Source: an optimization exercise on an open RTL-to-GDS flow (aim: small area, a short achievable clock period and few clock cycles per item). Production flows keep margins and buffers that such runs may drop.
No run shown here included a check of the RTL's function; only the layout flow was run.
No driver is modelled on the clock port, so clocking that relies on it looks cheaper here than on a real chip.
Power and IR drop assume default switching activity.

==> flow/design.v, too long to show whole: its modules and the start of the top module <==
// module cnn_dvcon_fa: 11 lines
// module cnn_dvcon_ha: 10 lines
// module cnn_dvcon_en: 8 lines
// module cnn_dvcon_bsel: 11 lines
// module cnn_dvcon: 3320 lines
module cnn_dvcon
(
  input  logic               aclk,
  input  logic               aresetn,
  input  logic [cnn_dvcon_pkg::TDATA_W-1:0] s_axis_tdata,
  input  logic               s_axis_tvalid,
  output logic               s_axis_tready,
  output logic [cnn_dvcon_pkg::ACC_W-1:0]   m_axis_tdata,
  output logic               m_axis_tvalid,
  input  logic               m_axis_tready
);
  // ...
==> flow/flow/run.sh <==
#!/bin/bash
# Standard layout (the standard.sh), except that the port buffers are
# sky130_fd_sc_hd__buf_2 cells rather than the delay cells buffer_ports picks by default.
set -e
export BUFFER_PORTS_ARGS="-buffer_cell sky130_fd_sc_hd__buf_2"
export CTS_ARGS="-sink_clustering_enable -repair_clock_nets -dont_use_dummy_load -buf_list {sky130_fd_sc_hd__clkbuf_4 sky130_fd_sc_hd__clkbuf_8}"
bash standard.sh > standard_flow.log 2>&1
==> flow/standard.sh <==
#!/bin/bash
# synth_recipe.tcl (not shown) runs the flow's synth.tcl, then flattens the netlist and writes it again
# the make line also repeats each setting of config.mk as NAME=value (left out here)
make -C /OpenROAD-flow-scripts/flow DESIGN_CONFIG=/design/flow/config.mk WORK_HOME=/design/flow/orfs CLKGATE_MAP_FILE= SYNTH_SCRIPT=/design/flow/synth_recipe.tcl "${@:-finish}"
==> flow/config.mk <==
export PLATFORM = sky130hd
export DESIGN_NAME = cnn_dvcon
export DESIGN_NICKNAME = cnn_dvcon
export VERILOG_FILES = /design/flow/design.v
export SDC_FILE = /design/flow/constraint.sdc
export NUM_CORES = 4
export LEC_CHECK = 0
export CAP_MARGIN = 20
export CORE_MARGIN = 2
export CORE_UTILIZATION = 40
export CTS_BUF_LIST = sky130_fd_sc_hd__clkbuf_4 sky130_fd_sc_hd__clkbuf_8
export SETUP_SLACK_MARGIN = 4.0
export SLEW_MARGIN = 20
export SYNTH_HIERARCHICAL = 1
==> flow/constraint.sdc <==
create_clock -name core_clock -period 8.0 [get_ports {aclk}]
set_input_delay 1.6000 -clock core_clock [delete_from_list [all_inputs] [get_ports {aclk}]]
set_output_delay 1.6000 -clock core_clock [all_outputs]
set_load 0.01 [all_outputs]
==> flow_metrics.env, run 1 <==
export IMPL_status="no timing/DRC/antenna violations"
export IMPL_hp_class="reg2reg"
export IMPL_synthTopCellsByArea="fa_1, edfxtp_1, nand2_1"
export IMPL_final_cell_mix="fa_1, nand2_1, buf_2"
export IMPL_hold_path_end="r1_r0_fs_3$_DFFE_PP_"
export IMPL_worst_slew_pin_transition_ns=1.00
export IMPL_async_reset_ff_share_pct=1.27
export IMPL_cpMostUsedCell="fa_1"
export IMPL_seq_share_pct=22.6
export IMPL_hold_depth=0
export IMPL_finalMaxSlewViolations=0
export IMPL_die_area_sq_um=49400
export IMPL_largest_register_ffs=2
export IMPL_grt_pass1_vias=13500
export IMPL_drtAntennaViolNets=0
export IMPL_setup_viol=0
export IMPL_wl_per_cell_um=29.4
export IMPL_synth_top_family_by_area="adder cells"
export IMPL_numCtsBuffers=17
export IMPL_htreeDepth=4
export IMPL_wl_met2_um=31800
export IMPL_slew_headroom_pct=33.3
export IMPL_antenna_cells=3
export IMPL_cp_endpoint="r0_fc_176$_DFFE_PP_"
export IMPL_vias=11900
export IMPL_n_tap_cell=607
export IMPL_holdBufCountCts=0
export IMPL_yosysTopAreaCell="fa_1"
==> inputs of run 2 (changes only) <==
==> flow/flow/run.sh (replaced) <==
#!/bin/bash
# Standard layout (the standard.sh) with two changes:
#  - the port buffers are sky130_fd_sc_hd__buf_4 cells rather than the delay cells
#    buffer_ports picks by default;
#  - clock tree synthesis builds from clkbuf_4/clkbuf_8 and adds no dummy
#    load cells (otherwise the same clock_tree_synthesis arguments as ORFS).
set -e
export BUFFER_PORTS_ARGS="-buffer_cell sky130_fd_sc_hd__buf_4"
export CTS_ARGS="-sink_clustering_enable -repair_clock_nets -dont_use_dummy_load -buf_list {sky130_fd_sc_hd__clkbuf_4 sky130_fd_sc_hd__clkbuf_8}"
bash standard.sh > standard_flow.log 2>&1
==> run 2 against run 1 <==
Fmax increased by 2.2%. Sequential share of layout area decreased by 0.44 points. Highest routed layer unchanged. Register-to-register slack barely moved. Routed wire length rose by 0.22%. Largest power group unchanged. Largest cell class unchanged. Combinational power increased by 3.7%. Cell count is essentially flat. Total power is 2.5% higher. Synthesized area did not move. Non-clock buffer count unchanged. Core utilization up 0.89 points. Sequential cell count is the same.
==> flow_metrics.env, run 2 <==
export IMPL_status="no timing/DRC/antenna violations"
export IMPL_reg2reg_slack_ns=4.23
export IMPL_critPathKind="in2reg"
export IMPL_drt_iter0_drc=1147
export IMPL_synth_top_cells_by_count="fa_1, nand2_1, edfxtp_1"
export IMPL_cp_required_ns=8.17
export IMPL_synth_edf_count=155
export IMPL_yosysTopAreaCell="fa_1"
export IMPL_fill_cells=4281
export IMPL_async_reset_ff_share_pct=1.27
export IMPL_arrival_ns=4.08
export IMPL_holdBufCountCts=0
export IMPL_syn_inst=1451
export IMPL_syn_num_nets=2169
export IMPL_clock_latency_ns=0.48
export IMPL_cp_max_fo=8
export IMPL_rr_worst_depth=7
export IMPL_yosysTopAreaCellShare_pct=57.6
export IMPL_hp_start="r0_fs_14$_DFFE_PP_"
export IMPL_numCtsBuffers=17
export IMPL_worst_slew_pin_transition_ns=1.00
export IMPL_drive_above_1_share_pct=13.5
export IMPL_finalMaxSlewViolations=0
export IMPL_rsz0062_at_grt="no"
export IMPL_fin_crit_ns=3.91
export IMPL_place_inst=2170
export IMPL_area_growth_pct=11.2
export IMPL_pre_cts_ws_ns=3.61
export IMPL_grt_use_total_pct=27.1
export IMPL_critPathSlowestCell="fa_1"
export IMPL_power_density_nw_per_um2=455
export IMPL_vias_per_cell=5.49
export IMPL_slew_headroom_pct=33.1
export IMPL_yosysWarnings=7
export IMPL_clock_fmax_mhz=256
export IMPL_crit_path_end_kind="flop"
export IMPL_maxCapViolations=0
export IMPL_crit_family="adder cells"
export IMPL_antenna_found_initial=3
export IMPL_wl_um=64500
export IMPL_grt_pass1_wl_um=93900
export IMPL_worst_path_buf_inv=1
export IMPL_nNetsFinal=2300
export IMPL_worst_slack_ns=4.09
export IMPL_port_buffers=169
export IMPL_initial_core_util_pct=40.7
export IMPL_yosysMostFrequentCell="fa_1"
export IMPL_cpMostUsedCell="fa_1"
export IMPL_top_register="vld"
export IMPL_instances_no_fill=2188
export IMPL_crit_chain="buf_4 > nand2_1 > fa_1 > fa_1 > fa_1 > fa_1"
export IMPL_ys_ff_latch=157
export IMPL_synth_cell_area_sq_um=19000
export IMPL_p_total_mw=9.64
export IMPL_gp_congestion=1.01
export IMPL_ys_types=31
export IMPL_synth_top_flop_cell="edfxtp_1"
export IMPL_synth_seq_area_share_pct=24.7
export IMPL_vdd_drop_max_v=0.000541
export IMPL_synthTopCellsByArea="fa_1, edfxtp_1, nand2_1"
export IMPL_final_cell_mix="fa_1, nand2_1, buf_4"
export IMPL_die_x_um=222
export IMPL_setup_tns_final_ns=0
export IMPL_timing_rr_start="r0_fc_226$_DFFE_PP_"
export IMPL_wl_per_cell_um=29.5
export IMPL_synth_area_per_cell_sq_um=13.1
export IMPL_cts_tree="built"
export IMPL_clk_pin_slew_ns=0.08
export IMPL_gr_total_overflow=0
export IMPL_largest_register_ffs=2
export IMPL_pin_count=170
export IMPL_die_h_um=222
export IMPL_drc=0
export IMPL_cp_start_kind="input port"
export IMPL_hold_viol=0
export IMPL_hold_path_end="r1_r0_fs_14$_DFFE_PP_"
export IMPL_skew_ns=0.0315
export IMPL_cts_resized=0
export IMPL_final_common_cell="fa_1"
export IMPL_clock_sinks=157
export IMPL_place_hpwl_um=56000
export IMPL_grt_start_max_net_pins=78
export IMPL_firstDrtPassIters=5
export IMPL_reg2reg_to="r1_hs_4$_DFFE_PP_"
export IMPL_max_stage_delay_ns=0.61
export IMPL_die_area_sq_um=49400
export IMPL_post_route_period_util_pct=48.9
export IMPL_setup_viol=0
export IMPL_hp_class="reg2reg"
export IMPL_grt_pass1_vias=13800
export IMPL_hold_depth=0
export IMPL_drtAntennaViolNets=0
export IMPL_design_core_area_sq_um=46800
export IMPL_post_cts_buffers=0
export IMPL_vias=12000
export IMPL_fp_row_count=79
export IMPL_p_leak_nw=7.59
==> run 2: worst max-delay path by stage <==
stage,startpoint,end,slack [ns],cells after the start
3_3_place_gp,s_axis_tdata[58],r0_fs_368$_DFFE_PP_,3.62,6
3_5_place_dp,s_axis_tdata[58],r0_fs_368$_DFFE_PP_,3.61,6
2_1_floorplan,s_axis_tdata[94],r0_fs_401$_DFFE_PP_,4.00,6
4_1_cts,s_axis_tdata[58],r0_fs_368$_DFFE_PP_,4.15,6
5_1_grt,s_axis_tdata[32],r0_fs_230$_DFFE_PP_,4.08,6
6_report,s_axis_tdata[28],r0_fc_176$_DFFE_PP_,4.09,6
==> run 2: kinds of logic after synthesis <==
| family | count (synthesis) | synth area share (%) |
|---|---|---|
| flip-flops | 157 | 24.7 |
| AND/OR/NAND/NOR | 598 | 13.0 |
| buffers and inverters | 95 | 1.89 |
| adder cells (fa/ha/maj) | 570 | 59.0 |
| AO/OA/AOI/OAI | 21 | 0.834 |
| XOR/XNOR | 8 | 0.368 |
| multiplexers | 2 | 0.118 |
==> run 2: area by class of cell <==
| type | count | area [sq um] | share of cell area (%) |
|---|---|---|---|
| Antenna cell | 1 | 2.50 | 0.0118 |
| Clock buffer | 17 | 234 | 1.10 |
| Inverter | 36 | 135 | 0.638 |
| Multi-Input combinational cell | 1199 | 14100 | 66.4 |
| Sequential cell | 157 | 4700 | 22.2 |
| Tap cell | 607 | 759 | 3.58 |
| Timing Repair Buffer | 171 | 1280 | 6.06 |
==> run 2: metrics by stage <==
step	utilization, %	instance area, sq um	hold WS [ns]
4_1_cts	45.3	21200	0.430
3_5_place_dp	44.8	21000	0.414
5_1_grt	45.3	21200	0.429
3_3_place_gp	44.8	21000	0.404
6_report	45.3	21200	0.426
2_1_floorplan	-	19700	0.400
==> run 2: power by group <==
part	switching [mW]	internal [mW]	leakage [nW]	total, mW
clock network	0.273	0.188	0.122	0.460
logic	3.68	3.12	5.90	6.80
registers	0.237	2.14	1.56	2.38
total	4.19	5.44	7.59	9.64
==> run 2: metal layers <==
| metal | vias to the layer above | GRT usage, % | routed length (um) |
|---|---|---|---|
| met5 | - | 0 | 27 |
| met4 | 4 | 6.02 | 1350 |
| met3 | 92 | 8.15 | 6640 |
| met2 | 666 | 44.6 | 31100 |
| met1 | 6517 | 35.7 | 25400 |
| li1 | 4741 | - | - |
==> run 2: modules after synthesis (local to each module, per instance) <==
module        times used  area, sq um
cnn_dvcon              1         7940
cnn_dvcon_ha          10         12.5
cnn_dvcon_en           2         6.26
cnn_dvcon_fa         548         20.0
==> inputs of run 3 (changes only) <==
--- a/flow/design.v
+++ b/flow/design.v
@@ -39,13 +39,2 @@
 endmodule
-module cnn_dvcon_bsel
-(
-  input  logic one,
-  input  logic two,
-  input  logic neg,
-  input  logic x1,
-  input  logic x0,
-  output logic p
-);
-  assign p = ((one & x1) | (two & x0)) ^ neg;
-endmodule
 import cnn_dvcon_pkg::*;
==> flow/flow/run.sh (replaced) <==
#!/bin/bash
# Standard layout (the standard.sh) with two changes:
#  - the port buffers are sky130_fd_sc_hd__buf_2 cells rather than the delay cells
#    buffer_ports picks by default;
#  - clock tree synthesis builds from clkbuf_4/clkbuf_8 and adds no dummy
#    load cells (otherwise the same clock_tree_synthesis arguments as ORFS).
set -e
export BUFFER_PORTS_ARGS="-buffer_cell sky130_fd_sc_hd__buf_2"
export CTS_ARGS="-sink_clustering_enable -repair_clock_nets -dont_use_dummy_load -buf_list {sky130_fd_sc_hd__clkbuf_4 sky130_fd_sc_hd__clkbuf_8}"
bash standard.sh > standard_flow.log 2>&1
--- a/flow/config.mk
+++ b/flow/config.mk
@@ -9,4 +9,5 @@
 export CORE_MARGIN = 2
-export CORE_UTILIZATION = 40
+export CORE_UTILIZATION = 65
 export CTS_BUF_LIST = sky130_fd_sc_hd__clkbuf_4 sky130_fd_sc_hd__clkbuf_8
+export PLACE_DENSITY = 0.75
 export SETUP_SLACK_MARGIN = 4.0
==> run 3 against run 2 <==
Synthesized area unchanged. Clock-buffer cell count did not move. Clock skew shrank 0.00090 ns. Register-to-register slack about the same. Die area is 38% lower. Global-route usage grew 15 points. Routed wire length down 6.2%. Sequential share of layout area increased by 0.74 points. Cell count decreased by 10%. Total power rose by 1.7%. Hold slack improved by 0.021 ns. First-iteration DRC count up 33%. Largest cell class unchanged.
==> flow_metrics.env, run 3 <==
export IMPL_skew_ns=0.0306
export IMPL_maxCapViolations=0
export IMPL_initial_core_util_pct=66.2
export IMPL_place_hpwl_um=51900
export IMPL_clock_latency_ns=0.47
export IMPL_p_switching_mw=4.33
export IMPL_synth_edf_count=155
export IMPL_finalMaxSlewViolations=0
export IMPL_top_register="vld"
export IMPL_vias=12700
export IMPL_fp_row_count=62
export IMPL_antenna_found_initial=4
export IMPL_cts_tree="built"
export IMPL_fin_crit_ns=3.97
export IMPL_p_seq_share_pct=24.5
export IMPL_grt_pass1_vias=14000
export IMPL_cp_start_kind="input port"
export IMPL_design_core_area_sq_um=28800
export IMPL_die_area_sq_um=30700
export IMPL_synth_cell_area_sq_um=19000
export IMPL_p_comb_share_pct=70.8
export IMPL_synthTopCellsByArea="fa_1, edfxtp_1, nand2_1"
export IMPL_synth_top_flop_cell="edfxtp_1"
export IMPL_gr_total_overflow=0
export IMPL_largest_register_ffs=2
export IMPL_final_common_cell="fa_1"
export IMPL_cp_max_fo=8
export IMPL_worst_slack_ns=4.03
export IMPL_p_leak_nw=7.45
export IMPL_cts_resized=0
export IMPL_arrival_ns=4.15
export IMPL_drt_iter0_drc=1521
export IMPL_nNetsFinal=2300
export IMPL_hold_viol=0
export IMPL_gp_congestion=1.06
export IMPL_synth_area_per_cell_sq_um=13.1
export IMPL_post_route_period_util_pct=49.6
export IMPL_area_growth_pct=7.65
export IMPL_async_reset_ff_share_pct=1.27
export IMPL_ys_types=31
export IMPL_clock_fmax_mhz=252
export IMPL_rsz0062_at_grt="no"
export IMPL_numCtsBuffers=17
export IMPL_slew_headroom_pct=31.0
export IMPL_yosysTopAreaCell="fa_1"
export IMPL_drc=0
export IMPL_firstDrtPassIters=6
export IMPL_crit_path_end_kind="flop"
export IMPL_wl_um=60500
export IMPL_synth_top_cells_by_count="fa_1, nand2_1, edfxtp_1"
export IMPL_vias_per_cell=6.46
export IMPL_drive_above_1_share_pct=13.5
export IMPL_yosysWarnings=7
export IMPL_worst_slew_pin_transition_ns=1.03
export IMPL_p_int_mw=5.47
export IMPL_pre_cts_ws_ns=3.60
export IMPL_ys_ff_latch=157
export IMPL_switching_share_pct=44.2
export IMPL_post_cts_buffers=0
export IMPL_grt_start_max_net_pins=85
export IMPL_setup_tns_final_ns=0
export IMPL_grt_pass1_wl_um=89100
export IMPL_yosysTopAreaCellShare_pct=57.6
export IMPL_clock_sinks=157
export IMPL_clk_pin_slew_ns=0.08
export IMPL_synth_seq_area_share_pct=24.7
export IMPL_syn_inst=1451
export IMPL_hold_ws_ns=0.446
export IMPL_hp_class="reg2reg"
export IMPL_vdd_drop_max_v=0.000679
export IMPL_setup_viol=0
export IMPL_drtAntennaViolNets=0
export IMPL_place_inst=1946
export IMPL_cp_required_ns=8.18
export IMPL_antenna_cells=0
export IMPL_wl_per_cell_um=30.8
export IMPL_die_x_um=175
export IMPL_final_cell_mix="fa_1, nand2_1, buf_2"
export IMPL_yosysMostFrequentCell="fa_1"
export IMPL_die_h_um=175
export IMPL_critPathKind="in2reg"
export IMPL_power_density_nw_per_um2=478
export IMPL_holdBufCountCts=0
export IMPL_grt_use_total_pct=42.0
export IMPL_p_clk_share_pct=4.7
export IMPL_instances_no_fill=1964
export IMPL_port_buffers=169
export IMPL_status="no timing/DRC/antenna violations"
export IMPL_pin_count=170
export IMPL_syn_num_nets=2169
run 3: cell count changes in the layout (fill, tap and decap cells not counted), sizes merged:
cell   previous run  this run
diode             1         0
run 3: area by class of cell:
type,instances,area (sq um)
flip-flops and latches,157,4700
fillers,1909,8280
inverters,36,135
repair buffers,171,881
multi-input cells,1199,14100
well taps,384,480
clock buffers,17,234
run 3: path summary, 6_finish.rpt:
| path | from | to | slack, ns | cells past startpoint |
|---|---|---|---|---|
| worst max-delay path | s_axis_tdata[37] | r0_fs_401$_DFFE_PP_ | 4.03 | 6 |
| worst min-delay path | r0_fs_3$_DFFE_PP_ | r1_r0_fs_3$_DFFE_PP_ | 0.45 | 0 |
| worst max register to register | r0_fc_226$_DFFE_PP_ | r1_hs_4$_DFFE_PP_ | 4.22 | 7 |
| worst min register to register | r0_fs_3$_DFFE_PP_ | r1_r0_fs_3$_DFFE_PP_ | 0.45 | 0 |
| max in group asynchronous | aresetn | vld[1]$_DFFE_PN0P_ | 7.01 | 1 |
| min in group asynchronous | aresetn | vld[2]$_DFFE_PN0P_ | 0.89 | 1 |
run 3: critical path, cell delays in order:
cell and delay [ns]:
buf_2 0.29, nand2_1 0.16, fa_1 0.60, fa_1 0.47, fa_1 0.51, fa_1 0.51
run 3: kinds of logic (layout without fill, tap and decap cells):
family                     count (synthesis)  in the layout  synth area share [%]
DFF                                      157            157                  24.7
and+or+nand+nor                          598            598                  13.0
AOI/OAI and AO/OA                         21             21                 0.834
muxes                                      2              2                 0.118
adders and majority gates                570            570                  59.0
buffers and inverters                     95            224                  1.89
xor gates and xnor gates                   8              8                 0.368
run 3: routing by layer:
| metal | vias to the layer above | track usage, % | share of wire (%) |
|---|---|---|---|
| met4 | 8 | 10.9 | 2.8 |
| met2 | 1146 | 64.6 | 46 |
| li1 | 4745 | - | - |
| met1 | 6622 | 58.4 | 36 |
| met5 | - | 0 | 0.086 |
| met3 | 166 | 15.0 | 14 |
run 3: modules after synthesis (local to each module, per instance):
| module | flops+latches | cells inside | times used | area [sq um] |
|---|---|---|---|---|
| cnn_dvcon_en | 0 | 1 | 2 | 6.26 |
| cnn_dvcon | 157 | 891 | 1 | 7940 |
| cnn_dvcon_fa | 0 | 1 | 548 | 20.0 |
| cnn_dvcon_ha | 0 | 1 | 10 | 12.5 |
run 3: through the flow:
step | total power, mW | utilization (%) | area [sq um]
final | 9.80 | 71.2 | 20500
after global routing | 10.8 | 71.2 | 20500
after CTS | 9.86 | 71.1 | 20500
after detailed placement | 9.38 | 70.3 | 20200
after global placement | 8.73 | 70.3 | 20200
after floorplan | 6.63 | - | 19700
run 3: power by group through the flow:
stage | Combinational, mW | Sequential (mW) | Clock, mW
finish | 6.94 | 2.40 | 0.463
global route | 7.88 | 2.44 | 0.491
CTS | 6.99 | 2.40 | 0.469
detailed placement | 6.96 | 2.42 | 0
global placement | 6.34 | 2.39 | 0
floorplan | 4.30 | 2.34 | 0

## port drivers added, routing unchanged
Ports are ideal in the flow. The routed layouts listed here were re-timed in OpenROAD.
Step 1 sets driving cells, clkbuf_16 on the clock port and buf_2 on the other inputs (assumed; they add their load-dependent delay and slew).
Step 2, shift: input delay + t, output delay - t, t = (earliest + latest rising clock arrival at the registers) / 2. This alone moves slack from input paths to output paths.
Three values: no drivers, after step 1, after step 2; two values: the first two.
| run | t, ns | setup slack, ns | hold slack, ns |
|---|---|---|---|
| run 1 | 0.511 | 4.004 / 4.030 / 3.519 | 0.428 / 0.428 / 0.428 |
| run 2 | 0.509 | 4.089 / 4.112 / 3.603 | 0.426 / 0.426 / 0.426 |
| run 3 | 0.496 | 4.029 / 4.049 / 3.553 | 0.446 / 0.446 / 0.446 |
After both steps setup and hold are still met in every run listed. The setup slack of run 2, which loses most, moves by +0.023 ns with the drivers and by -0.486 ns with both steps.
